Background: an optimization exercise with open tools, aiming at small area. Do not read the settings as production practice.
The RTL was checked by simulation tests, not by an equivalence proof against the original design.
No activity file was given, so power comes from the tool's default toggle rates.

Setup of PW:
==> module ex_add11, before the edit <==
module ex_add11 (input logic [10:0] a, input logic [10:0] b, input logic ci, output logic [10:0] s, output logic co);
    logic [10:0] p0;
    assign p0 = a ^ b;
    logic g_0_0;  assign g_0_0 = ci;
    logic g_1_1, p_1_1;  assign g_1_1 = a[0] & b[0];  assign p_1_1 = p0[0];
    logic g_2_2, p_2_2;  assign g_2_2 = a[1] & b[1];  assign p_2_2 = p0[1];
    logic g_3_3, p_3_3;  assign g_3_3 = a[2] & b[2];  assign p_3_3 = p0[2];
    logic g_4_4, p_4_4;  assign g_4_4 = a[3] & b[3];  assign p_4_4 = p0[3];
    logic g_5_5, p_5_5;  assign g_5_5 = a[4] & b[4];  assign p_5_5 = p0[4];
    logic g_6_6, p_6_6;  assign g_6_6 = a[5] & b[5];  assign p_6_6 = p0[5];
    logic g_7_7, p_7_7;  assign g_7_7 = a[6] & b[6];  assign p_7_7 = p0[6];
    logic g_8_8, p_8_8;  assign g_8_8 = a[7] & b[7];  assign p_8_8 = p0[7];
    logic g_9_9, p_9_9;  assign g_9_9 = a[8] & b[8];  assign p_9_9 = p0[8];
    logic g_10_10, p_10_10;  assign g_10_10 = a[9] & b[9];  assign p_10_10 = p0[9];
    logic g_11_11, p_11_11;  assign g_11_11 = a[10] & b[10];  assign p_11_11 = p0[10];
    logic g_1_0;  assign g_1_0 = g_1_1 | (p_1_1 & g_0_0);
    logic g_3_2;  assign g_3_2 = g_3_3 | (p_3_3 & g_2_2);
    logic p_3_2;  assign p_3_2 = p_3_3 & p_2_2;
    logic g_5_4;  assign g_5_4 = g_5_5 | (p_5_5 & g_4_4);
    logic p_5_4;  assign p_5_4 = p_5_5 & p_4_4;
    logic g_7_6;  assign g_7_6 = g_7_7 | (p_7_7 & g_6_6);
    logic p_7_6;  assign p_7_6 = p_7_7 & p_6_6;
    logic g_9_8;  assign g_9_8 = g_9_9 | (p_9_9 & g_8_8);
    logic p_9_8;  assign p_9_8 = p_9_9 & p_8_8;
    logic g_11_10;  assign g_11_10 = g_11_11 | (p_11_11 & g_10_10);
    logic p_11_10;  assign p_11_10 = p_11_11 & p_10_10;
    logic g_3_0;  assign g_3_0 = g_3_2 | (p_3_2 & g_1_0);
    logic g_7_4;  assign g_7_4 = g_7_6 | (p_7_6 & g_5_4);
    logic p_7_4;  assign p_7_4 = p_7_6 & p_5_4;
    logic g_11_8;  assign g_11_8 = g_11_10 | (p_11_10 & g_9_8);
    logic p_11_8;  assign p_11_8 = p_11_10 & p_9_8;
    logic g_7_0;  assign g_7_0 = g_7_4 | (p_7_4 & g_3_0);
    logic g_11_0;  assign g_11_0 = g_11_8 | (p_11_8 & g_7_0);
    logic g_5_0;  assign g_5_0 = g_5_4 | (p_5_4 & g_3_0);
    logic g_9_0;  assign g_9_0 = g_9_8 | (p_9_8 & g_7_0);
    logic g_2_0;  assign g_2_0 = g_2_2 | (p_2_2 & g_1_0);
    logic g_4_0;  assign g_4_0 = g_4_4 | (p_4_4 & g_3_0);
    logic g_6_0;  assign g_6_0 = g_6_6 | (p_6_6 & g_5_0);
    logic g_8_0;  assign g_8_0 = g_8_8 | (p_8_8 & g_7_0);
    logic g_10_0;  assign g_10_0 = g_10_10 | (p_10_10 & g_9_0);
    assign s[0] = p0[0] ^ g_0_0;
    assign s[1] = p0[1] ^ g_1_0;
    assign s[2] = p0[2] ^ g_2_0;
    assign s[3] = p0[3] ^ g_3_0;
    assign s[4] = p0[4] ^ g_4_0;
    assign s[5] = p0[5] ^ g_5_0;
    assign s[6] = p0[6] ^ g_6_0;
    assign s[7] = p0[7] ^ g_7_0;
    assign s[8] = p0[8] ^ g_8_0;
    assign s[9] = p0[9] ^ g_9_0;
    assign s[10] = p0[10] ^ g_10_0;
    assign co = g_11_0;
endmodule
==> flow/config.mk <==
export PLATFORM = sky130hd
export DESIGN_NAME = ex_top
export DESIGN_NICKNAME = ex_top
export VERILOG_FILES = /design/flow/design.v
export SDC_FILE = /design/flow/constraint.sdc
export NUM_CORES = 4
export LEC_CHECK = 0
export ABC_AREA = 1
export CAP_MARGIN = 20
export CORE_MARGIN = 2
export CORE_UTILIZATION = 45
export GPL_TIMING_DRIVEN = 0
export SLEW_MARGIN = 20
export BUFFER_PORTS_ARGS = -buffer_cell sky130_fd_sc_hd__buf_1
export REMOVE_ABC_BUFFERS = 1
export ADDER_MAP_FILE =
export RECOVER_POWER = 100
export CTS_ARGS = -sink_clustering_enable -repair_clock_nets -buf_list sky130_fd_sc_hd__clkbuf_8 -dont_use_dummy_load -sink_clustering_size 25 -sink_clustering_max_diameter 80
==> flow/constraint.sdc <==
create_clock -name core_clock -period 7.0 [get_ports {clk}]
set_input_delay 1.4000 -clock core_clock [delete_from_list [all_inputs] [get_ports {clk}]]
set_output_delay 1.4000 -clock core_clock [all_outputs]
set_load 0.01 [all_outputs]
standard.sh (not shown) runs the stock make flow with config.mk's settings and CLKGATE_MAP_FILE= SYNTH_SCRIPT=/design/flow/synth_recipe.tcl, a recipe that flattens the netlist after the stock synthesis.
==> flow/flow/run.sh <==
#!/bin/bash
# The standard layout (standard.sh) with settings that save area:
# - synthesis maps with abc_area.script (resynthesis, delay-oriented mapping, then
#   area-only standard-cell mapping with mux matching) instead of ORFS's area
#   script; everything else in the ORFS scripts is unchanged,
# - no full/half adder cells extracted before ABC (ADDER_MAP_FILE empty), so
#   ABC maps the adders' gates with the rest of the logic,
# - port buffers from the smallest buffer cell,
# - synthesis buffers removed at floorplan, non-critical gates downsized after
#   global routing,
# - clock tree from clkbuf_8 without dummy loads.
set -euo pipefail
rm -rf scripts_abc
cp -r "$FLOW_HOME/scripts" scripts_abc
cp flow/abc_area.script scripts_abc/abc_area.script
cat >> "$FLOW_CONFIG" <<'EOC'
export BUFFER_PORTS_ARGS = -buffer_cell sky130_fd_sc_hd__buf_1
export REMOVE_ABC_BUFFERS = 1
export ADDER_MAP_FILE =
export RECOVER_POWER = 100
export CTS_ARGS = -sink_clustering_enable -repair_clock_nets -buf_list sky130_fd_sc_hd__clkbuf_8 -dont_use_dummy_load -sink_clustering_size 25 -sink_clustering_max_diameter 80
EOC
SCRIPTS_DIR="$PWD/scripts_abc" bash standard.sh > standard.log 2>&1
==> flow/flow/abc_area.script <==
strash
&get -n
&synch2
&nf -p
&put
strash
dch
amap -m -F 2
buffer -c
topo
stime -c
upsize -c
dnsize -c
Inputs modified between PW and TR:
--- a/flow/design.v
+++ b/flow/design.v
@@ -300,22 +300,26 @@
     logic g_9_8;  assign g_9_8 = g_9_9 | (p_9_9 & g_8_8);
     logic p_9_8;  assign p_9_8 = p_9_9 & p_8_8;
     logic g_11_10;  assign g_11_10 = g_11_11 | (p_11_11 & g_10_10);
     logic p_11_10;  assign p_11_10 = p_11_11 & p_10_10;
+    logic g_2_0;  assign g_2_0 = g_2_2 | (p_2_2 & g_1_0);
     logic g_3_0;  assign g_3_0 = g_3_2 | (p_3_2 & g_1_0);
+    logic g_6_4;  assign g_6_4 = g_6_6 | (p_6_6 & g_5_4);
+    logic p_6_4;  assign p_6_4 = p_6_6 & p_5_4;
     logic g_7_4;  assign g_7_4 = g_7_6 | (p_7_6 & g_5_4);
     logic p_7_4;  assign p_7_4 = p_7_6 & p_5_4;
+    logic g_10_8;  assign g_10_8 = g_10_10 | (p_10_10 & g_9_8);
+    logic p_10_8;  assign p_10_8 = p_10_10 & p_9_8;
     logic g_11_8;  assign g_11_8 = g_11_10 | (p_11_10 & g_9_8);
     logic p_11_8;  assign p_11_8 = p_11_10 & p_9_8;
-    logic g_7_0;  assign g_7_0 = g_7_4 | (p_7_4 & g_3_0);
-    logic g_11_0;  assign g_11_0 = g_11_8 | (p_11_8 & g_7_0);
-    logic g_5_0;  assign g_5_0 = g_5_4 | (p_5_4 & g_3_0);
-    logic g_9_0;  assign g_9_0 = g_9_8 | (p_9_8 & g_7_0);
-    logic g_2_0;  assign g_2_0 = g_2_2 | (p_2_2 & g_1_0);
     logic g_4_0;  assign g_4_0 = g_4_4 | (p_4_4 & g_3_0);
-    logic g_6_0;  assign g_6_0 = g_6_6 | (p_6_6 & g_5_0);
+    logic g_5_0;  assign g_5_0 = g_5_4 | (p_5_4 & g_3_0);
+    logic g_6_0;  assign g_6_0 = g_6_4 | (p_6_4 & g_3_0);
+    logic g_7_0;  assign g_7_0 = g_7_4 | (p_7_4 & g_3_0);
     logic g_8_0;  assign g_8_0 = g_8_8 | (p_8_8 & g_7_0);
-    logic g_10_0;  assign g_10_0 = g_10_10 | (p_10_10 & g_9_0);
+    logic g_9_0;  assign g_9_0 = g_9_8 | (p_9_8 & g_7_0);
+    logic g_10_0;  assign g_10_0 = g_10_8 | (p_10_8 & g_7_0);
+    logic g_11_0;  assign g_11_0 = g_11_8 | (p_11_8 & g_7_0);
     assign s[0] = p0[0] ^ g_0_0;
     assign s[1] = p0[1] ^ g_1_0;
     assign s[2] = p0[2] ^ g_2_0;
     assign s[3] = p0[3] ^ g_3_0;
==> comparison <==
- Share of the clock period used by the worst path in TR is 1.4 points lower than in PW
- NOTE net switching power PW->TR decreased slightly
- Compared with PW, leakage component of the power in TR decreased by a few percent.
- For first-iteration DRC count, dividing the value from TR by the value from PW gives 0.80.
- No stage failed in TR, and the final checks on the layout all came back clean.
- The logic gate share of total power of TR falls short of that of PW by 0.4 points.

==> static timing again, ports no longer ideal <==
How much do the figures lean on ideal ports? The routed layouts below were timed once more, with nothing changed but the port constraints. Step 1, drivers: a clkbuf_16 drives clk and a buf_2 each remaining input, both assumed. Step 2 also shifts input and output timing later by t, the mid clock arrival at the registers, as if the neighbouring blocks saw the same clock. a / b / c = ideal ports / drivers / drivers and shift; a / b = the first two.
| run | t, ns | slack for setup (ns) | hold slack, ns | clock arrival spread, ns |
|---|---|---|---|---|
| PW | 0.414 | 0.247 / 0.263 / -0.151 | 1.163 / 1.144 / 1.558 | 0.017 / 0.016 |
| TR | 0.427 | 0.347 / 0.359 / -0.068 | 1.134 / 1.112 / 1.539 | 0.032 / 0.032 |
With both steps, setup timing fails in PW and TR, where it was met with ideal ports. The setup slack of TR, which loses most, moves by +0.012 ns with the drivers and by -0.415 ns with both steps.
